Context: an optimization exercise on an open-source flow, tuned for small area, a short achievable clock period and few clock cycles. The choices shown serve that exercise and are no tape-out recipe. The RTL was checked by simulation tests, not by an equivalence proof against the original design. Power is estimated from default activity; no workload was simulated.

## design/flow/config.mk

```make
export PLATFORM = sky130hd
export DESIGN_NAME = ordered_list_store
export DESIGN_NICKNAME = ordered_list_store
export VERILOG_FILES = /design/flow/design.v
export SDC_FILE = /design/flow/constraint.sdc
export NUM_CORES = 4
export LEC_CHECK = 0
export CAP_MARGIN = 20
export CORE_MARGIN = 2
export CORE_UTILIZATION = 40
export SLEW_MARGIN = 20
```

## design/flow/constraint.sdc

```tcl
create_clock -name core_clock -period 5.5 [get_ports {clock}]
set_input_delay 1.1000 -clock core_clock [delete_from_list [all_inputs] [get_ports {clock}]]
set_output_delay 1.1000 -clock core_clock [all_outputs]
set_load 0.01 [all_outputs]
```

## design/flow/design.v

```verilog
package olst_pkg;
   localparam int CAPACITY_DEF = 64;
   localparam int VALUE_W      = 32;
   typedef enum logic [1:0] {
      KIND_APPEND   = 2'd0,
      KIND_DELETE   = 2'd1,
      KIND_LIST_FWD = 2'd2,
      KIND_LIST_BWD = 2'd3
   } kind_type;
   typedef enum logic [2:0] {
      STAT_APPENDED  = 3'd0,
      STAT_DELETED   = 3'd1,
      STAT_NOT_FOUND = 3'd2,
      STAT_FULL      = 3'd3,
      STAT_EMPTY     = 3'd4,
      STAT_LISTED    = 3'd5
   } status_type;
   typedef enum logic [1:0] {
      S_IDLE,
      S_EMIT,
      S_SCAN,
      S_LIST
   } state_type;
   typedef struct packed {
      status_type                 status;
      logic signed [VALUE_W-1:0]  item_value;
      logic                       last;
   } beat_type;
endpackage
module olst_mem #(
   parameter int DEPTH = olst_pkg::CAPACITY_DEF,
   localparam int AW   = (DEPTH > 1) ? $clog2(DEPTH) : 1
) (
   input  logic                                clock,
   input  logic                                wr_en,
   input  logic [AW-1:0]                       wr_addr,
   input  logic signed [olst_pkg::VALUE_W-1:0] wr_data,
   input  logic                                rd_en,
   input  logic [AW-1:0]                       rd_addr,
   output logic signed [olst_pkg::VALUE_W-1:0] rd_data
);
   logic signed [olst_pkg::VALUE_W-1:0] store_mem [DEPTH];
   logic signed [olst_pkg::VALUE_W-1:0] rd_data_ff;
   always_ff @(posedge clock) begin
      if (wr_en) begin
         store_mem[wr_addr] <= wr_data;
      end
   end
   always_ff @(posedge clock) begin
      if (rd_en) begin
         rd_data_ff <= store_mem[rd_addr];
      end
   end
   assign rd_data = rd_data_ff;
endmodule
module olst_ctrl #(
   parameter int CAPACITY = olst_pkg::CAPACITY_DEF,
   localparam int AW      = (CAPACITY > 1) ? $clog2(CAPACITY) : 1
) (
   input  logic                                clock,
   input  logic                                reset,
   input  logic                                req_valid,
   output logic                                req_stall,
   input  logic [1:0]                          req_kind,
   input  logic signed [olst_pkg::VALUE_W-1:0] req_value,
   input  logic                                out_free,
   output logic                                beat_ld,
   output olst_pkg::beat_type                  beat,
   output logic                                wr_en,
   output logic [AW-1:0]                       wr_addr,
   output logic signed [olst_pkg::VALUE_W-1:0] wr_data,
   output logic                                rd_en,
   output logic [AW-1:0]                       rd_addr,
   input  logic signed [olst_pkg::VALUE_W-1:0] rd_data
);
   localparam int CW = $clog2(CAPACITY + 1);
   olst_pkg::state_type                 state_ff, state_in;
   olst_pkg::status_type                st_ff, st_in;
   logic signed [olst_pkg::VALUE_W-1:0] val_ff, val_in;
   logic                                fwd_ff, fwd_in;
   logic [CW-1:0]                       count_ff, count_in;
   logic [CW-1:0]                       rd_cnt_ff, rd_cnt_in;
   logic [CW-1:0]                       em_cnt_ff, em_cnt_in;
   logic                                pend_ff, pend_in;
   logic                                found_ff, found_in;
   logic                                issue;
   logic [CW-1:0]                       sh_idx;
   logic [CW-1:0]                       lst_idx;
   always_ff @(posedge clock) begin
      if (reset) begin
         state_ff <= olst_pkg::S_IDLE;
         count_ff <= '0;
         pend_ff  <= 1'b0;
         found_ff <= 1'b0;
      end else begin
         state_ff <= state_in;
         count_ff <= count_in;
         pend_ff  <= pend_in;
         found_ff <= found_in;
      end
   end
   always_ff @(posedge clock) begin
      st_ff     <= st_in;
      val_ff    <= val_in;
      fwd_ff    <= fwd_in;
      rd_cnt_ff <= rd_cnt_in;
      em_cnt_ff <= em_cnt_in;
   end
   always_comb begin
      state_in  = state_ff;
      st_in     = st_ff;
      val_in    = val_ff;
      fwd_in    = fwd_ff;
      count_in  = count_ff;
      rd_cnt_in = rd_cnt_ff;
      em_cnt_in = em_cnt_ff;
      pend_in   = pend_ff;
      found_in  = found_ff;
      req_stall = 1'b1;
      beat_ld   = 1'b0;
      beat      = {st_ff, val_ff, 1'b1};
      wr_en     = 1'b0;
      wr_addr   = count_ff[AW-1:0];
      wr_data   = req_value;
      rd_en     = 1'b0;
      rd_addr   = rd_cnt_ff[AW-1:0];
      issue     = 1'b0;
      sh_idx    = rd_cnt_ff - CW'(2);
      lst_idx   = count_ff - CW'(1) - rd_cnt_ff;
      unique case (state_ff)
         olst_pkg::S_IDLE: begin
            req_stall = 1'b0;
            if (req_valid) begin
               val_in    = req_value;
               fwd_in    = (req_kind == olst_pkg::KIND_LIST_FWD);
               rd_cnt_in = '0;
               em_cnt_in = '0;
               pend_in   = 1'b0;
               found_in  = 1'b0;
               unique case (req_kind)
                  olst_pkg::KIND_APPEND: begin
                     state_in = olst_pkg::S_EMIT;
                     if (count_ff < CW'(CAPACITY)) begin
                        wr_en    = 1'b1;
                        count_in = count_ff + CW'(1);
                        st_in    = olst_pkg::STAT_APPENDED;
                     end else begin
                        st_in = olst_pkg::STAT_FULL;
                     end
                  end
                  olst_pkg::KIND_DELETE: begin
                     state_in = olst_pkg::S_SCAN;
                  end
                  olst_pkg::KIND_LIST_FWD, olst_pkg::KIND_LIST_BWD: begin
                     if (count_ff == '0) begin
                        st_in    = olst_pkg::STAT_EMPTY;
                        val_in   = '0;
                        state_in = olst_pkg::S_EMIT;
                     end else begin
                        state_in = olst_pkg::S_LIST;
                     end
                  end
                  default: begin
                     state_in = olst_pkg::S_IDLE;
                  end
               endcase
            end
         end
         olst_pkg::S_EMIT: begin
            if (out_free) begin
               beat_ld  = 1'b1;
               state_in = olst_pkg::S_IDLE;
            end
         end
         olst_pkg::S_SCAN: begin
            issue     = (rd_cnt_ff < count_ff);
            rd_en     = issue;
            rd_cnt_in = rd_cnt_ff + CW'(issue);
            pend_in   = issue;
            if (pend_ff) begin
               if (found_ff) begin
                  wr_en   = 1'b1;
                  wr_addr = sh_idx[AW-1:0];
                  wr_data = rd_data;
               end else if (rd_data == val_ff) begin
                  found_in = 1'b1;
               end
            end
            if (!issue && !pend_ff) begin
               state_in = olst_pkg::S_EMIT;
               if (found_ff) begin
                  count_in = count_ff - CW'(1);
                  st_in    = olst_pkg::STAT_DELETED;
               end else begin
                  st_in = olst_pkg::STAT_NOT_FOUND;
               end
            end
         end
         olst_pkg::S_LIST: begin
            beat_ld   = pend_ff && out_free;
            beat      = {olst_pkg::STAT_LISTED, rd_data,
                          (em_cnt_ff == count_ff - CW'(1))};
            issue     = (rd_cnt_ff < count_ff) && (!pend_ff || beat_ld);
            rd_en     = issue;
            rd_addr   = fwd_ff ? rd_cnt_ff[AW-1:0] : lst_idx[AW-1:0];
            rd_cnt_in = rd_cnt_ff + CW'(issue);
            pend_in   = issue || (pend_ff && !beat_ld);
            if (beat_ld) begin
               em_cnt_in = em_cnt_ff + CW'(1);
               if (beat.last) begin
                  state_in = olst_pkg::S_IDLE;
               end
            end
         end
         default: begin
            state_in = olst_pkg::S_IDLE;
         end
      endcase
   end
endmodule
module ordered_list_store #(
   parameter int CAPACITY = olst_pkg::CAPACITY_DEF
) (
   input  logic                                clock,
   input  logic                                reset,
   input  logic                                req_valid,
   output logic                                req_stall,
   input  logic [1:0]                          req_kind,
   input  logic signed [olst_pkg::VALUE_W-1:0] req_value,
   output logic                                rsp_valid,
   input  logic                                rsp_stall,
   output logic [2:0]                          rsp_status,
   output logic signed [olst_pkg::VALUE_W-1:0] rsp_item_value,
   output logic                                rsp_last
);
   localparam int AW = (CAPACITY > 1) ? $clog2(CAPACITY) : 1;
   logic                                out_free;
   logic                                beat_ld;
   olst_pkg::beat_type                  beat;
   logic                                wr_en;
   logic [AW-1:0]                       wr_addr;
   logic signed [olst_pkg::VALUE_W-1:0] wr_data;
   logic                                rd_en;
   logic [AW-1:0]                       rd_addr;
   logic signed [olst_pkg::VALUE_W-1:0] rd_data;
   logic                                rsp_valid_ff, rsp_valid_in;
   olst_pkg::beat_type                  rsp_beat_ff, rsp_beat_in;
   olst_ctrl #(
      .CAPACITY (CAPACITY)
   ) u_ctrl (
      .clock     (clock),
      .reset     (reset),
      .req_valid (req_valid),
      .req_stall (req_stall),
      .req_kind  (req_kind),
      .req_value (req_value),
      .out_free  (out_free),
      .beat_ld   (beat_ld),
      .beat      (beat),
      .wr_en     (wr_en),
      .wr_addr   (wr_addr),
      .wr_data   (wr_data),
      .rd_en     (rd_en),
      .rd_addr   (rd_addr),
      .rd_data   (rd_data)
   );
   olst_mem #(
      .DEPTH (CAPACITY)
   ) u_mem (
      .clock   (clock),
      .wr_en   (wr_en),
      .wr_addr (wr_addr),
      .wr_data (wr_data),
      .rd_en   (rd_en),
      .rd_addr (rd_addr),
      .rd_data (rd_data)
   );
   always_comb begin
      out_free     = !rsp_valid_ff || !rsp_stall;
      rsp_valid_in = rsp_valid_ff;
      rsp_beat_in  = rsp_beat_ff;
      if (beat_ld) begin
         rsp_valid_in = 1'b1;
         rsp_beat_in  = beat;
      end else if (!rsp_stall) begin
         rsp_valid_in = 1'b0;
      end
   end
   always_ff @(posedge clock) begin
      if (reset) begin
         rsp_valid_ff <= 1'b0;
      end else begin
         rsp_valid_ff <= rsp_valid_in;
      end
   end
   always_ff @(posedge clock) begin
      rsp_beat_ff <= rsp_beat_in;
   end
   assign rsp_valid      = rsp_valid_ff;
   assign rsp_status     = rsp_beat_ff.status;
   assign rsp_item_value = rsp_beat_ff.item_value;
   assign rsp_last       = rsp_beat_ff.last;
endmodule
```

## design/flow/run.sh

```bash
#!/bin/bash
# synth_recipe.tcl (not shown) runs the flow's synth.tcl, then flattens the netlist and writes it again
# the make line also repeats each setting of config.mk as NAME=value (left out here)
make -C /OpenROAD-flow-scripts/flow DESIGN_CONFIG=/design/flow/config.mk WORK_HOME=/design/flow/orfs CLKGATE_MAP_FILE= SYNTH_SCRIPT=/design/flow/synth_recipe.tcl finish
```

==> notes.md <==
Mean Syn Cell Area 14.1 sq um; fraction of registers with async set/reset 0%; Detailed Place HPWL between 150000 and 200000 microns; crit-path max cell delay roughly 800 ps; switch share between 30% and 40%; final setup violation count 0; DRC violation total after the first TritonRoute iteration roughly 7.4k; global route overflow 0; core region area 219000 sq um; static leakage ~34 nW; Final period util approximately nine tenths; Root Buffer clkbuf_16; post-cts sizing count 0; crit-path max FO 55; pre-CTS setup slack 559 ps; commonest non-fill, non-tap cell in the layout edfxtp_1; Initial Utilization approximately two fifths; worst slew pin tran ~1200 ps; Mapped Area between 80000 and 90000 sq um; placement row count about 170; vias per inst approximately 5.7; commonest cells after routing, fill and taps aside 2166 x edfxtp_1, 1578 x nand2_1, 687 x nand3_1, 289 x mux2i_1, 243 x buf_4; post-synthesis register bit count about 2.2k; status no timing/DRC/antenna violations; CTS clk-pin slew, worst paths roughly 60 ps; DIE AREA 223000 sq um; wire per inst between 20 and 30 microns; EDFF count, synth around 2.2k; R2R setup slack 500 ps; Setup Total Neg Slack 0 ps; area grow syn2layout 14.4%; synthesized instance count just over 6k; Seq pwr share approximately 38%; DRT antenna net count 0; htree depth 4; DR DRC count 0; initial antenna violation count 16; filler cell count between 15k and 20k; Layout Nets 6466; Post CTS Setup Buffer Count 0; syn nets 6283; CP cell instances inv_1 > ha_1 > inv_1 > fa_1 > mux2i_4 > buf_4 > buf_12 > buf_4 > a311oi_1 > a31oi_1 > a221o_1 > o31ai_2; gpl congestion 0.864; Setup crit start u_ctrl.count_ff[0]$_SDFFE_PP0P_; setup ws final about 500 ps; Post-Route Skew 63.5 ps; CTS Buffer Depth 3; RSZ-0062 raised after global routing no; FF/Latch Area 65300 sq um; IO Count 76; Post-CTS Hold Fix Bufs 0; DRT Pass-1 Iters 6; fmax about 0.20 GHz; final hold violation count 0; port buffer count 75; Arr. time, crit path approximately 5600 ps; crit path kind flip-flop to flip-flop; Startpoint Class flip-flop; power density over cell area around 510 nW/um^2; largest net degree at the start of global routing 113; worst vdd ir a little under 400 uV; Die H approximately 470 microns; Slew Viols, Final 0; reg-to-reg endpoint u_mem.rd_data_ff[18]$_DFFE_PP_; crit path to u_mem.rd_data_ff[18]$_DFFE_PP_; die width 473 microns; first-pass GRT wire length 372000 microns; clk sink count between 2k and 2.5k; layout cells sized above 1 12.6%; Slew HR approximately 18%; vias in the first global route between 50k and 60k; Synth Warn # 3; ys flop type edfxtp_1; crit path capture type flip-flop; Total GRT Usage 22.9%; Int Pwr approximately 33 mW; Synth cell types 57; Num CTS Buffers around 220; worst skew pair latency ~880 ps; sw power 18.9 mW; Clock power frac 28.1%; Logic pwr share between 30% and 40%; final WL between 200000 and 300000 microns; via count 54.4k; WP data required slightly above 6000 ps; CTS tree built; Slowest-stage cell, CP mux2i_4; Multi-input gate area roughly 21000 sq um; Worst R2R Path Depth 12; R2R Path Start u_ctrl.count_ff[0]$_SDFFE_PP0P_; max-capacitance violation count 0; Worst Hold Class flip-flop to flip-flop; share of the yosys chip area belonging to registers 74.3%; Final Critical Period roughly 5000 ps
==> worst min-delay path by stage <==
stage                             startpoint  slack [ps]  cells past startpoint                            end
6_report           u_ctrl.st_ff[0]$_DFFE_PP_         510                      1  rsp_beat_ff[33]$_SDFFCE_PP1P_
5_1_grt            u_ctrl.st_ff[0]$_DFFE_PP_         530                      1  rsp_beat_ff[33]$_SDFFCE_PP1P_
4_1_cts            u_ctrl.st_ff[0]$_DFFE_PP_         510                      1  rsp_beat_ff[33]$_SDFFCE_PP1P_
3_5_place_dp       u_ctrl.st_ff[0]$_DFFE_PP_         500                      1  rsp_beat_ff[33]$_SDFFCE_PP1P_
3_3_place_gp   u_ctrl.st_ff[2]$_SDFFCE_PP0P_         510                      1  rsp_beat_ff[35]$_SDFFCE_PP1P_
2_1_floorplan      u_ctrl.st_ff[0]$_DFFE_PP_         480                      1  rsp_beat_ff[33]$_SDFFCE_PP1P_
==> worst max-delay path, delay by kind of cell, from the launching register on <==
kind / cells / cell delay (ps)
fa+ha+maj: 2 / 890
compound gates: 4 / 1170
mux: 1 / 780
flops: 1 / 590
buf+inv: 5 / 1230
==> Yosys cell counts, drive strengths merged, types with 2 or more instances <==
cell | number | area share [%]
o21ai | 49 | 0.28
mux2 | 128 | 1.6
clkbuf | 167 | 0.71
xor2 | 32 | 0.32
a21o | 4 | 0.034
o31ai | 37 | 0.47
ha | 24 | 0.34
and3 | 101 | 0.72
nand3 | 688 | 3.9
o22ai | 33 | 0.23
a211oi | 2 | 0.017
mux2i | 291 | 3.3
inv | 25 | 0.11
buf | 232 | 1.5
nor2b | 43 | 0.31
dfxtp | 12 | 0.27
edfxtp | 2166 | 74
nor2 | 110 | 0.48
a31oi | 98 | 0.70
xnor2 | 32 | 0.33
a311oi | 130 | 1.3
nand2 | 1578 | 6.7
o21a | 3 | 0.026
nand4 | 38 | 0.27
nor4 | 9 | 0.064
or2 | 2 | 0.014
a21oi | 21 | 0.12
a32oi | 64 | 0.64
a32o | 32 | 0.36
and2 | 4 | 0.028
or3 | 2 | 0.014
nor3 | 12 | 0.074
a221oi | 3 | 0.030
a221o | 31 | 0.35
nand2b | 6 | 0.043
==> sequential cells by signal, summed over array words and instances, names as in the netlist <==
register / count
u_ctrl.state_ff: 2
u_ctrl.pend_ff: 1
u_ctrl.rd_cnt_ff: 7
u_mem.rd_data_ff: 32
u_ctrl.em_cnt_ff: 7
u_ctrl.count_ff: 7
rsp_beat_ff: 36
u_ctrl.fwd_ff: 1
rsp_valid_ff: 1
u_ctrl.st_ff: 3
u_ctrl.val_ff: 32
u_mem.store_mem: 2048
u_ctrl.found_ff: 1
==> kinds of logic after synthesis <==
logic type                 count (synthesis)  synth area share, %
and+or+nand+nor                         2594                 12.7
DFF                                     2178                 74.3
AOI/OAI and AO/OA                        515                 4.65
buffers and inverters                    425                 2.37
muxes                                    419                 4.98
xor gates and xnor gates                  64                0.647
adders and majority gates                 25                0.365
==> layout make-up <==
| cell class | count | share of cell area [%] |
|---|---|---|
| diodes | 1 | 0.00249 |
| clock buffers | 265 | 5.62 |
| clock inverters | 144 | 1.27 |
| inverters | 26 | 0.0971 |
| multi-input cells | 3617 | 21.0 |
| flip-flops and latches | 2178 | 65.0 |
| well taps | 2871 | 3.57 |
| repair buffers | 362 | 3.45 |
==> metal layers <==
| metal | up-vias | global-route usage, % | share of wire, % |
|---|---|---|---|
| li1 | 23682 | - | - |
| met1 | 27627 | 31.8 | 41 |
| met2 | 2662 | 36.3 | 47 |
| met3 | 441 | 3.58 | 8.7 |
| met4 | 2 | 8.58 | 3.9 |
| met5 | - | 0 | 0.0054 |
==> stage by stage <==
stage | instances | cell area (sq um) | utilization [%] | hold WS (ps) | power, mW
4_1_cts | 9462 | 100000 | 45.9 | 507 | 51.5
5_1_grt | 9463 | 101000 | 45.9 | 534 | 53.3
3_3_place_gp | 9053 | 93500 | 42.7 | 507 | 37.0
6_report | 9464 | 101000 | 45.9 | 510 | 51.5
2_1_floorplan | 6220 | 87900 | - | 479 | 29.9
3_5_place_dp | 9053 | 93500 | 42.7 | 502 | 37.1
==> power groups by stage <==
stage / Clock [mW] / Sequential, mW / Combinational, mW
6_report: 14.5 / 19.3 / 17.7
5_1_grt: 15.3 / 19.3 / 18.7
4_1_cts: 14.6 / 19.3 / 17.6
3_5_place_dp: 0 / 19.6 / 17.5
3_3_place_gp: 0 / 19.6 / 17.4
2_1_floorplan: 0 / 19.5 / 10.4
Testbench counts, summed over its fixed seeds: cycles 85,558.

separate check: timing with driven ports:
No port has a modelled driver above. Below, the same layout with a new extraction and two added sets of constraints.
Step 1 sets driving cells, clkbuf_16 on the clock port and buf_2 on the other inputs (assumed; they add their load-dependent delay and slew).
Step 2 also shifts input and output timing later by t, the mid clock arrival at the registers, as if the neighbouring blocks saw the same clock.
Slacks: ideal / step 1 / step 2; pairs: ideal / step 1.
t (ns): 0.942
setup WS [ns]: 0.500 / 0.500 / 0.500
latest minus earliest clock arrival (ns): 0.075 / 0.075
After both steps setup and hold are still met in this run. For this run, drivers alone change the setup slack by 0.000 ns; drivers and shift together by 0.000 ns.
